From an optimization exercise on the open Yosys and OpenROAD flow, aimed at small area, a short achievable clock period and few clock cycles; shortcuts taken in it are not production practice. The RTL was checked by simulation tests, not by an equivalence proof against the original design. No driver is modelled on the clock port, so clocking that relies on it looks cheaper here than on a real chip. No activity file was given, so power comes from the tool's default toggle rates.

run 1:
Design systolic_array_os, start of the top module:
module systolic_array_os #(
  parameter int unsigned ROW   = sys_array_pkg::DefaultRow,
  parameter int unsigned COL   = sys_array_pkg::DefaultCol,
  parameter int unsigned ES    = sys_array_pkg::DefaultEs,
  parameter int unsigned K_MAX = sys_array_pkg::DefaultKMax,
  parameter int unsigned ACC_W = 2 * ES + $clog2(K_MAX)
) (
  input  logic                         clk,
  input  logic                         rst_n,
  input  logic                         start,
  input  logic [$clog2(K_MAX+1)-1:0]   k_len,
  input  logic                         signed_mode,
  input  logic                         in_vld,
  output logic                         in_rdy,
  input  logic [ROW*ES-1:0]            a_vec,
  input  logic [COL*ES-1:0]            b_vec,
  output logic                         out_vld,
  input  logic                         out_rdy,
  output logic [COL*ACC_W-1:0]         out_row,
  output logic [$clog2(ROW)-1:0]       out_row_idx,
  output logic                         out_last,
  output logic                         busy,
  output logic                         done
);
Settings: LEC_CHECK=0, CAP_MARGIN=5, CORE_MARGIN=2, CORE_UTILIZATION=60, CTS_CLUSTER_DIAMETER=100, CTS_CLUSTER_SIZE=40, SLEW_MARGIN=5; clock period 10.0 ns.
standard.sh (not shown) runs the stock make flow with config.mk's settings and CLKGATE_MAP_FILE= SYNTH_SCRIPT=/design/flow/synth_recipe.tcl, a recipe that flattens the netlist after the stock synthesis.
==> flow/flow/run.sh <==
#!/bin/bash
# Standard ORFS layout with these changes:
#  - synthesis skips Yosys's early "abc -fast", so full adders are extracted from the
#    RTL's own adder expressions (no inverters between adder cells); registers are
#    unchanged,
#  - ports are buffered with buf_2 instead of a delay buffer,
#  - repair_timing aims at a tighter setup margin,
#  - after clock tree synthesis, the operand and per-job control registers are clocked
#    from a short branch of buffers on the clock port (flow/early_clock.tcl): their
#    clock arrives earlier, which helps only their paths into the accumulators (paths
#    between registers); their paths from the inputs lose the same time.
set -u
sed -e 's/synth -nofsm -noshare/synth -nofsm -noshare -noabc/' synth_recipe.tcl > synth_noabc.tcl
A=(SYNTH_SCRIPT=$PWD/synth_noabc.tcl "BUFFER_PORTS_ARGS=-buffer_cell sky130_fd_sc_hd__buf_2" SETUP_SLACK_MARGIN=5.4)
bash standard.sh "${A[@]}" cts > standard_cts.log 2>&1
ODB=$PWD/orfs/results/sky130hd/systolic_array_os/base/4_cts.odb openroad -exit flow/early_clock.tcl > early_clock.log 2>&1
bash standard.sh "${A[@]}" finish > standard_finish.log 2>&1
==> flow/flow/early_clock.tcl <==
# Give the operand and per-job control registers an earlier clock. After clock tree
# synthesis they are moved from the tree's leaves to a shorter branch: one buffer on the
# clock port feeding a few leaf buffers, each placed at the centre of a group of nearby
# registers. Only these registers' paths into the accumulators gain; paths from the
# inputs into them lose.
# usage: openroad -exit early_clock2.tcl   (env: ODB = the CTS database, edited in place)
read_db $::env(ODB)
set db [ord::get_db]
set block [ord::get_db_block]
set clk [$block findNet clk]
set top_master [$db findMaster sky130_fd_sc_hd__clkbuf_16]
set leaf_master [$db findMaster sky130_fd_sc_hd__clkbuf_16]
set ngroups 8
set sinks {}
foreach inst [$block getInsts] {
  if {[regexp {^(r_a_n|r_b_n|r_signed|r_clr)} [$inst getName]]} {
    set it [$inst findITerm CLK]
    if {$it ne "NULL" && $it ne ""} { lappend sinks $inst }
  }
}
puts "early-clock sinks: [llength $sinks]"
# k-means on the register locations
set pts {}
foreach inst $sinks { lappend pts [$inst getLocation] }
set cent {}
for {set g 0} {$g < $ngroups} {incr g} {
  lappend cent [lindex $pts [expr {($g * [llength $pts]) / $ngroups}]]
}
for {set iter 0} {$iter < 20} {incr iter} {
  set assign {}
  foreach p $pts {
    set best 0; set bd 1e30
    for {set g 0} {$g < $ngroups} {incr g} {
      lassign [lindex $cent $g] cx cy
      lassign $p px py
      set d [expr {abs($px - $cx) + abs($py - $cy)}]
      if {$d < $bd} { set bd $d; set best $g }
    }
    lappend assign $best
  }
  set newc {}
  for {set g 0} {$g < $ngroups} {incr g} {
    set sx 0; set sy 0; set n 0
    foreach p $pts a $assign { if {$a == $g} { lassign $p px py; set sx [expr {$sx + $px}]; set sy [expr {$sy + $py}]; incr n } }
    if {$n > 0} { lappend newc [list [expr {$sx / $n}] [expr {$sy / $n}]] } else { lappend newc [lindex $cent $g] }
  }
  set cent $newc
}
# top buffer on the clock port, at the centre of the leaf buffers
set top [odb::dbInst_create $block $top_master clkbuf_early_top]
set topnet [odb::dbNet_create $block clknet_early_top]
$topnet setSigType CLOCK
[$top findITerm A] connect $clk
[$top findITerm X] connect $topnet
set tx 0; set ty 0; set nc 0
for {set g 0} {$g < $ngroups} {incr g} {
  set members {}
  foreach inst $sinks a $assign { if {$a == $g} { lappend members $inst } }
  if {[llength $members] == 0} { continue }
  set buf [odb::dbInst_create $block $leaf_master clkbuf_early_$g]
  set net [odb::dbNet_create $block clknet_early_$g]
  $net setSigType CLOCK
  [$buf findITerm A] connect $topnet
  [$buf findITerm X] connect $net
  foreach inst $members {
    set it [$inst findITerm CLK]
    $it disconnect
    $it connect $net
  }
  lassign [lindex $cent $g] cx cy
  $buf setLocation $cx $cy
  $buf setPlacementStatus PLACED
  set tx [expr {$tx + $cx}]; set ty [expr {$ty + $cy}]; incr nc
  puts "clkbuf_early_$g drives [llength $members] registers"
}
$top setLocation [expr {$tx / $nc}] [expr {$ty / $nc}]
$top setPlacementStatus PLACED
detailed_placement
check_placement
write_db $::env(ODB)
Testbench counts of run 1, summed over its fixed seeds: cycles 12,017.
Changes in run 2 relative to run 1:
- swapping 100 for 80 in CTS_CLUSTER_DIAMETER
- swapping 40 for 30 in CTS_CLUSTER_SIZE
-- flow/flow/run.sh --
<<< run 1, line 15
bash standard.sh "${A[@]}" cts > standard_cts.log 2>&1
ODB=$PWD/orfs/results/sky130hd/systolic_array_os/base/4_cts.odb openroad -exit flow/early_clock.tcl > early_clock.log 2>&1
bash standard.sh "${A[@]}" finish > standard_finish.log 2>&1
>>> run 2, line 15
bash standard.sh "${A[@]}" cts > standard_cts.log 2>&1
ODB=$PWD/orfs/results/sky130hd/systolic_array_os/base/4_cts.odb NGROUPS=4 openroad -exit flow/early_clock.tcl > early_clock.log 2>&1
bash standard.sh "${A[@]}" finish > standard_finish.log 2>&1
-- flow/flow/early_clock.tcl --
<<< run 1, line 11
set top_master [$db findMaster sky130_fd_sc_hd__clkbuf_16]
set leaf_master [$db findMaster sky130_fd_sc_hd__clkbuf_16]
set ngroups 8
set sinks {}
>>> run 2, line 11
set top_master [$db findMaster sky130_fd_sc_hd__clkbuf_16]
set leaf_master [$db findMaster [expr {[info exists ::env(LEAF)] ? $::env(LEAF) : "sky130_fd_sc_hd__clkbuf_16"}]]
set ngroups [expr {[info exists ::env(NGROUPS)] ? $::env(NGROUPS) : 8}]
set onelevel [expr {[info exists ::env(ONELEVEL)] ? $::env(ONELEVEL) : 0}]
set sinks {}
<<< run 1, line 49
# top buffer on the clock port, at the centre of the leaf buffers
set top [odb::dbInst_create $block $top_master clkbuf_early_top]
set topnet [odb::dbNet_create $block clknet_early_top]
$topnet setSigType CLOCK
[$top findITerm A] connect $clk
[$top findITerm X] connect $topnet
set tx 0; set ty 0; set nc 0
>>> run 2, line 50
# top buffer on the clock port, at the centre of the leaf buffers
if {$onelevel} {
  set topnet $clk
} else {
  set top [odb::dbInst_create $block $top_master clkbuf_early_top]
  set topnet [odb::dbNet_create $block clknet_early_top]
  $topnet setSigType CLOCK
  [$top findITerm A] connect $clk
  [$top findITerm X] connect $topnet
}
set tx 0; set ty 0; set nc 0
<<< run 1, line 75
}
$top setLocation [expr {$tx / $nc}] [expr {$ty / $nc}]
$top setPlacementStatus PLACED
detailed_placement
>>> run 2, line 80
}
if {!$onelevel} {
  $top setLocation [expr {$tx / $nc}] [expr {$ty / $nc}]
  $top setPlacementStatus PLACED
}
detailed_placement
## What came out
- Run 2 | stages: all done | timing, DRC, antenna: all pass
- Summary of run 2 over run 1: multi-input gate share of total cell area neither gained nor lost much; number of cells upsized or downsized after cts decreased by 13 relative to the old numbers; maximum frequency dropped about 0.4%; number of global-route vias before repair rose 195.
- ~same proportion of cell area occupied by registers in run 2 and run 1
- Run 2 vs. run 1: sequential standard cell area neither gained nor lost much, worst hold slack neither gained nor lost much.
Input changes introduced in run 3 (baseline for comparison: run 2):
- swapping 30 for 40 in CTS_CLUSTER_SIZE
- swapping 80 for 100 in CTS_CLUSTER_DIAMETER
-- flow/flow/run.sh --
<<< run 2, line 9
#    from a short branch of buffers on the clock port (flow/early_clock.tcl): their
#    clock arrives earlier, which helps only their paths into the accumulators (paths
#    between registers); their paths from the inputs lose the same time.
set -u
>>> run 3, line 9
#    from a short branch of buffers on the clock port (flow/early_clock.tcl): their
#    clock arrives
#    earlier, which helps only their paths into the accumulators (internal paths).
set -u
<<< run 2, line 15
bash standard.sh "${A[@]}" cts > standard_cts.log 2>&1
ODB=$PWD/orfs/results/sky130hd/systolic_array_os/base/4_cts.odb NGROUPS=4 openroad -exit flow/early_clock.tcl > early_clock.log 2>&1
bash standard.sh "${A[@]}" finish > standard_finish.log 2>&1
>>> run 3, line 15
bash standard.sh "${A[@]}" cts > standard_cts.log 2>&1
ODB=$PWD/orfs/results/sky130hd/systolic_array_os/base/4_cts.odb openroad -exit flow/early_clock.tcl > early_clock.log 2>&1
bash standard.sh "${A[@]}" finish > standard_finish.log 2>&1
-- flow/flow/early_clock.tcl --
<<< run 2, line 11
set top_master [$db findMaster sky130_fd_sc_hd__clkbuf_16]
set leaf_master [$db findMaster [expr {[info exists ::env(LEAF)] ? $::env(LEAF) : "sky130_fd_sc_hd__clkbuf_16"}]]
set ngroups [expr {[info exists ::env(NGROUPS)] ? $::env(NGROUPS) : 8}]
set onelevel [expr {[info exists ::env(ONELEVEL)] ? $::env(ONELEVEL) : 0}]
set sinks {}
>>> run 3, line 11
set top_master [$db findMaster sky130_fd_sc_hd__clkbuf_16]
set leaf_master [$db findMaster sky130_fd_sc_hd__clkbuf_16]
set ngroups 8
set sinks {}
<<< run 2, line 50
# top buffer on the clock port, at the centre of the leaf buffers
if {$onelevel} {
  set topnet $clk
} else {
  set top [odb::dbInst_create $block $top_master clkbuf_early_top]
  set topnet [odb::dbNet_create $block clknet_early_top]
  $topnet setSigType CLOCK
  [$top findITerm A] connect $clk
  [$top findITerm X] connect $topnet
}
set tx 0; set ty 0; set nc 0
>>> run 3, line 49
# top buffer on the clock port, at the centre of the leaf buffers
set top [odb::dbInst_create $block $top_master clkbuf_early_top]
set topnet [odb::dbNet_create $block clknet_early_top]
$topnet setSigType CLOCK
[$top findITerm A] connect $clk
[$top findITerm X] connect $topnet
set tx 0; set ty 0; set nc 0
<<< run 2, line 80
}
if {!$onelevel} {
  $top setLocation [expr {$tx / $nc}] [expr {$ty / $nc}]
  $top setPlacementStatus PLACED
}
detailed_placement
>>> run 3, line 75
}
$top setLocation [expr {$tx / $nc}] [expr {$ty / $nc}]
$top setPlacementStatus PLACED
detailed_placement
### Flow results
Via-per-instance ratio: run 3 and run 2 compared, lower one is run 2
Looking at run 3 and run 2, the final area is a wash.
The number of nets in the final layout was comparable across run 3 and run 2.
Global-route usage in run 3 is 0.22 points below run 2.
In run 3, number of antenna violations at the first check in global routing is higher than in run 2.
Setup WNS run 2 -> run 3: better
Between run 3 and run 2, the final period utilization is lower for run 3.
--- input diff run 3..run 4 ---
-- flow/flow/run.sh --
<<< run 3, line 13
sed -e 's/synth -nofsm -noshare/synth -nofsm -noshare -noabc/' synth_recipe.tcl > synth_noabc.tcl
A=(SYNTH_SCRIPT=$PWD/synth_noabc.tcl "BUFFER_PORTS_ARGS=-buffer_cell sky130_fd_sc_hd__buf_2" SETUP_SLACK_MARGIN=5.4)
bash standard.sh "${A[@]}" cts > standard_cts.log 2>&1
>>> run 4, line 13
sed -e 's/synth -nofsm -noshare/synth -nofsm -noshare -noabc/' synth_recipe.tcl > synth_noabc.tcl
A=(SYNTH_SCRIPT=$PWD/synth_noabc.tcl "BUFFER_PORTS_ARGS=-buffer_cell sky130_fd_sc_hd__buf_2" SETUP_SLACK_MARGIN=5.5)
bash standard.sh "${A[@]}" cts > standard_cts.log 2>&1
- Each of the runs, namely run 4 and run 3, reached the end of the flow and came out clean.
- A slowest cell on the critical path of a21o_1 is what run 4 shows, while dfxtp_4 belongs to run 3.
- Compared to run 3, run 4 has detailed route wirelength on metal2 1.1% higher.
- Going from run 3 to run 4, overall power consumption increased by 1.2% relative to the old numbers; internal power component held steady; data-path buffer share of cell area in the final layout +2.0 points.
### run 4 -> run 5
==> flow/flow/run.sh <==
#!/bin/bash
# Standard ORFS layout with these changes:
#  - synthesis skips Yosys's early "abc -fast", so full adders are extracted from the
#    RTL's own adder expressions (no inverters between adder cells); registers are
#    unchanged,
#  - ports are buffered with buf_2 instead of a delay buffer,
#  - repair_timing aims at a tighter setup margin,
#  - after clock tree synthesis, the operand and per-job control registers are clocked
#    from a short branch of buffers on the clock port (flow/early_clock.tcl): their
#    clock arrives earlier, which helps only their paths into the accumulators (paths
#    between registers); their paths from the inputs lose the same time.
set -u
sed -e 's/synth -nofsm -noshare/synth -nofsm -noshare -noabc/' synth_recipe.tcl > synth_noabc.tcl
A=(SYNTH_SCRIPT=$PWD/synth_noabc.tcl "BUFFER_PORTS_ARGS=-buffer_cell sky130_fd_sc_hd__buf_2" SETUP_SLACK_MARGIN=5.4)
bash standard.sh "${A[@]}" cts > standard_cts.log 2>&1
ODB=$PWD/orfs/results/sky130hd/systolic_array_os/base/4_cts.odb NGROUPS=4 openroad -exit flow/early_clock.tcl > early_clock.log 2>&1
bash standard.sh "${A[@]}" finish > standard_finish.log 2>&1
-- flow/flow/early_clock.tcl --
<<< run 4, line 11
set top_master [$db findMaster sky130_fd_sc_hd__clkbuf_16]
set leaf_master [$db findMaster sky130_fd_sc_hd__clkbuf_16]
set ngroups 8
set sinks {}
>>> run 5, line 11
set top_master [$db findMaster sky130_fd_sc_hd__clkbuf_16]
set leaf_master [$db findMaster [expr {[info exists ::env(LEAF)] ? $::env(LEAF) : "sky130_fd_sc_hd__clkbuf_16"}]]
set ngroups [expr {[info exists ::env(NGROUPS)] ? $::env(NGROUPS) : 8}]
set onelevel [expr {[info exists ::env(ONELEVEL)] ? $::env(ONELEVEL) : 0}]
set sinks {}
<<< run 4, line 49
# top buffer on the clock port, at the centre of the leaf buffers
set top [odb::dbInst_create $block $top_master clkbuf_early_top]
set topnet [odb::dbNet_create $block clknet_early_top]
$topnet setSigType CLOCK
[$top findITerm A] connect $clk
[$top findITerm X] connect $topnet
set tx 0; set ty 0; set nc 0
>>> run 5, line 50
# top buffer on the clock port, at the centre of the leaf buffers
if {$onelevel} {
  set topnet $clk
} else {
  set top [odb::dbInst_create $block $top_master clkbuf_early_top]
  set topnet [odb::dbNet_create $block clknet_early_top]
  $topnet setSigType CLOCK
  [$top findITerm A] connect $clk
  [$top findITerm X] connect $topnet
}
set tx 0; set ty 0; set nc 0
<<< run 4, line 75
}
$top setLocation [expr {$tx / $nc}] [expr {$ty / $nc}]
$top setPlacementStatus PLACED
detailed_placement
>>> run 5, line 80
}
if {!$onelevel} {
  $top setLocation [expr {$tx / $nc}] [expr {$ty / $nc}]
  $top setPlacementStatus PLACED
}
detailed_placement
==> comparison <==
Run 5 vs run 4 on leakage power: run 5 is the lower one. Comparing run 4 and run 5, the higher via count of the first global-routing pass was measured on run 4. [run 5] slew at the pin closest to its max-slew limit fell 0.10 ns relative to run 4. The timing endpoint of the critical path comes out out_row[34] in one run and in_rdy in the other, namely in run 5 and run 4 respectively. The lower timing-limited maximum frequency came out of run 5. Relative to run 4, global-route usage decreased by 1.8 points in run 5. Run 4 was larger in final cell area than run 5.

-- re-timing with driven ports --
The flow's constraints put no driver on any port. The routed layouts listed below were extracted and timed again, unchanged, in two steps. Step 1 assumes that a clkbuf_16 drives the clock port and a buf_2 every other input. Step 2 times the ports against the registers' clock, not the clock port: input delays grow and output delays shrink by t, the midpoint of the rising clock arrivals with the driver on. Three values: no drivers, after step 1, after step 2; two values: the first two.
run | t (ns) | setup slack, ns | worst hold slack (ns) | worst setup path after step 2
run 1 | 0.591 | 5.433 / 5.355 / 5.536 | 0.514 / 0.514 / 0.514 | input to output
run 2 | 0.590 | 5.414 / 5.333 / 5.522 | 0.516 / 0.516 / 0.516 | register to register
run 3 | 0.591 | 5.433 / 5.355 / 5.536 | 0.514 / 0.514 / 0.514 | input to output
run 4 | 0.600 | 5.528 / 5.466 / 5.506 | 0.513 / 0.513 / 0.513 | input to output
run 5 | 0.577 | 5.421 / 5.344 / 5.542 | 0.522 / 0.522 / 0.522 | input to output
After both steps setup and hold are still met in every run listed. The setup slack of run 4, which loses most, moves by -0.062 ns with the drivers and by -0.022 ns with both steps.
